This design comes from an exercise in tuning for small area on the open sky130 flow, not from production work.
Only simulation tests tie the RTL to the original design; equivalence was not proved.
No activity file was given, so power comes from the tool's default toggle rates.

Design fpMulPrepTop, start of the top module:
module fpMulPrepTop (
    input  wire logic                                   clk,
    input  wire logic                                   rstn,
    input  wire logic [fpPrepPkg::OPERAND_W-1:0]        i_a,
    input  wire logic [fpPrepPkg::OPERAND_W-1:0]        i_b,
    input  wire fpPrepPkg::precMode_t                   i_mode,
    output logic [fpPrepPkg::LANES-1:0]                 o_sign,
    output fpPrepPkg::expSum_t  [fpPrepPkg::LANES-1:0]  o_exp,
    output fpPrepPkg::manTile_t [fpPrepPkg::LANES-1:0]  o_manA,
    output fpPrepPkg::manTile_t [fpPrepPkg::LANES-1:0]  o_manB,
    output fpPrepPkg::precMode_t                        o_mode
);
Size in the first run: about 1800 cells after synthesis, about 490 flip-flops, ~1100 I/O pins, about 20000 um2 of cells after synthesis.
clock: 8.0 ns
lec_check: 0
cap_margin: 20
core_area: 5 5 185 185
die_area: 0 0 190 190
slew_margin: 20
standard.sh (not shown) runs the stock make flow with config.mk's settings and CLKGATE_MAP_FILE= SYNTH_SCRIPT=/design/flow/synth_recipe.tcl, a recipe that flattens the netlist after the stock synthesis.
==> flow/flow/run.sh <==
#!/bin/bash
# The standard layout with these changes:
#  - synthesis maps logic with abc's area-oriented default script and maps
#    ripple-carry full adders to fa cells (abc_override.tcl); registers are
#    untouched;
#  - port buffers use the smallest buffer cell;
#  - IO pins may sit one track apart, so a smaller die fits all 1110 pins;
#  - the clock tree uses clkbuf_8 cells, up to 16 registers per leaf buffer, and no dummy loads.
set -euo pipefail
W=$PWD
{ head -n 1 synth_recipe.tcl; cat flow/abc_override.tcl; tail -n +2 synth_recipe.tcl; } > synth_area.tcl
sed -e "s#SYNTH_SCRIPT=[^ ]*#SYNTH_SCRIPT=$W/synth_area.tcl#" standard.sh > standard_area.sh
grep -q "SYNTH_SCRIPT=$W/synth_area.tcl" standard_area.sh
export BUFFER_PORTS_ARGS="-buffer_cell sky130_fd_sc_hd__buf_1"
export PLACE_PINS_ARGS="-min_distance 1 -min_distance_in_tracks"
export CTS_ARGS="-sink_clustering_enable -repair_clock_nets -dont_use_dummy_load -buf_list sky130_fd_sc_hd__clkbuf_8 -sink_clustering_size 16 -sink_clustering_max_diameter 60"
bash standard_area.sh > standard.log 2>&1
==> flow/flow/abc_override.tcl <==
# Map with abc's default area-oriented liberty script instead of ORFS's
# delay-driven one (the clock period leaves ample slack). Only the
# combinational mapping changes: registers are mapped before this by dfflibmap.
proc abc {args} {
  foreach opt {-script -D} {
    set i [lsearch -exact $args $opt]
    if {$i >= 0} { set args [lreplace $args $i [expr {$i + 1}]] }
  }
  yosys abc {*}$args
}
# Keep ripple-carry adders (no Kogge-Stone carry map) and skip the generic abc
# pass inside synth, so that the full-adder extraction below finds the adders.
proc synth {args} {
  set i [lsearch -exact $args -extra-map]
  if {$i >= 0} { set args [lreplace $args $i [expr {$i + 1}]] }
  yosys synth -nofsm -noshare -noabc {*}$args
}
# Map full adders to fa cells; half adders are left to abc.
proc extract_fa {args} { yosys extract_fa -fa {*}$args }
The baseline completed with no timing, DRC or antenna violations.
Change:
--- a/flow/flow/run.sh
+++ b/flow/flow/run.sh
@@ -1,7 +1,6 @@
 #!/bin/bash
 # The standard layout with these changes:
-#  - synthesis maps logic with abc's area-oriented default script and maps
-#    ripple-carry full adders to fa cells (abc_override.tcl); registers are
-#    untouched;
+#  - synthesis maps logic with abc's area-oriented default script and without
+#    ORFS's adder extraction (abc_override.tcl); registers are untouched;
 #  - port buffers use the smallest buffer cell;
 #  - IO pins may sit one track apart, so a smaller die fits all 1110 pins;
@@ -10,5 +9,5 @@
 W=$PWD
 { head -n 1 synth_recipe.tcl; cat flow/abc_override.tcl; tail -n +2 synth_recipe.tcl; } > synth_area.tcl
-sed -e "s#SYNTH_SCRIPT=[^ ]*#SYNTH_SCRIPT=$W/synth_area.tcl#" standard.sh > standard_area.sh
+sed -e "s#SYNTH_SCRIPT=[^ ]*#SYNTH_SCRIPT=$W/synth_area.tcl ADDER_MAP_FILE=#" standard.sh > standard_area.sh
 grep -q "SYNTH_SCRIPT=$W/synth_area.tcl" standard_area.sh
 export BUFFER_PORTS_ARGS="-buffer_cell sky130_fd_sc_hd__buf_1"
==> flow/flow/abc_override.tcl (replaced) <==
# Map with abc's default area-oriented liberty script instead of ORFS's
# delay-driven one (the clock period leaves ample slack). Only the
# combinational mapping changes: registers are mapped before this by dfflibmap.
proc abc {args} {
  foreach opt {-script -D} {
    set i [lsearch -exact $args $opt]
    if {$i >= 0} { set args [lreplace $args $i [expr {$i + 1}]] }
  }
  yosys abc {*}$args
}
- CORE_AREA: 5 5 185 185 -> 5 5 235 235
- DIE_AREA: 0 0 190 190 -> 0 0 240 240
Total power came out higher by 3.6%.
Synthesized area barely changes.
Synthesized cell count came out higher by 8.4%.
Clock power came out higher by about 10%.
Clock-buffer cell count came out higher by 7.
Utilization came out lower by 27 points.
Final cell count came out higher by 14%.
Wire length came out higher by 24%.
Critical path depth came out lower by 3.

[afterwards: timing with drivers on the ports]
The results above use ideal ports. As a check the final layouts listed here were re-extracted and re-timed, cells and wires unchanged.
Step 1 (the two cells are an assumption about what drives the block):
set clk [get_ports {clk}]
set_driving_cell -lib_cell sky130_fd_sc_hd__clkbuf_16 $clk
set_driving_cell -lib_cell sky130_fd_sc_hd__buf_2 [delete_from_list [all_inputs] $clk]
Step 2 adds t to the input delays and takes it off the output delays; t is the mean of the earliest and latest rising clock arrival at the registers after step 1. Input paths then give back, and output paths get back, about the clock's delay inside the block.
Slacks: no drivers / after step 1 / after step 2; pairs: no drivers / after step 1.
| run | t (ns) | slack for setup (ns) | latest minus earliest clock arrival (ns) | worst register clock-pin slew, ns | worst slew at a driven data input, ns |
|---|---|---|---|---|---|
| the first run | 0.622 | 1.698 / 1.643 / 2.265 | 0.046 / 0.046 | 0.11 / 0.11 | 0.24 |
| the second run | 0.701 | 1.908 / 1.849 / 2.550 | 0.058 / 0.058 | 0.11 / 0.11 | 0.20 |
After both steps setup and hold are still met in every run listed.
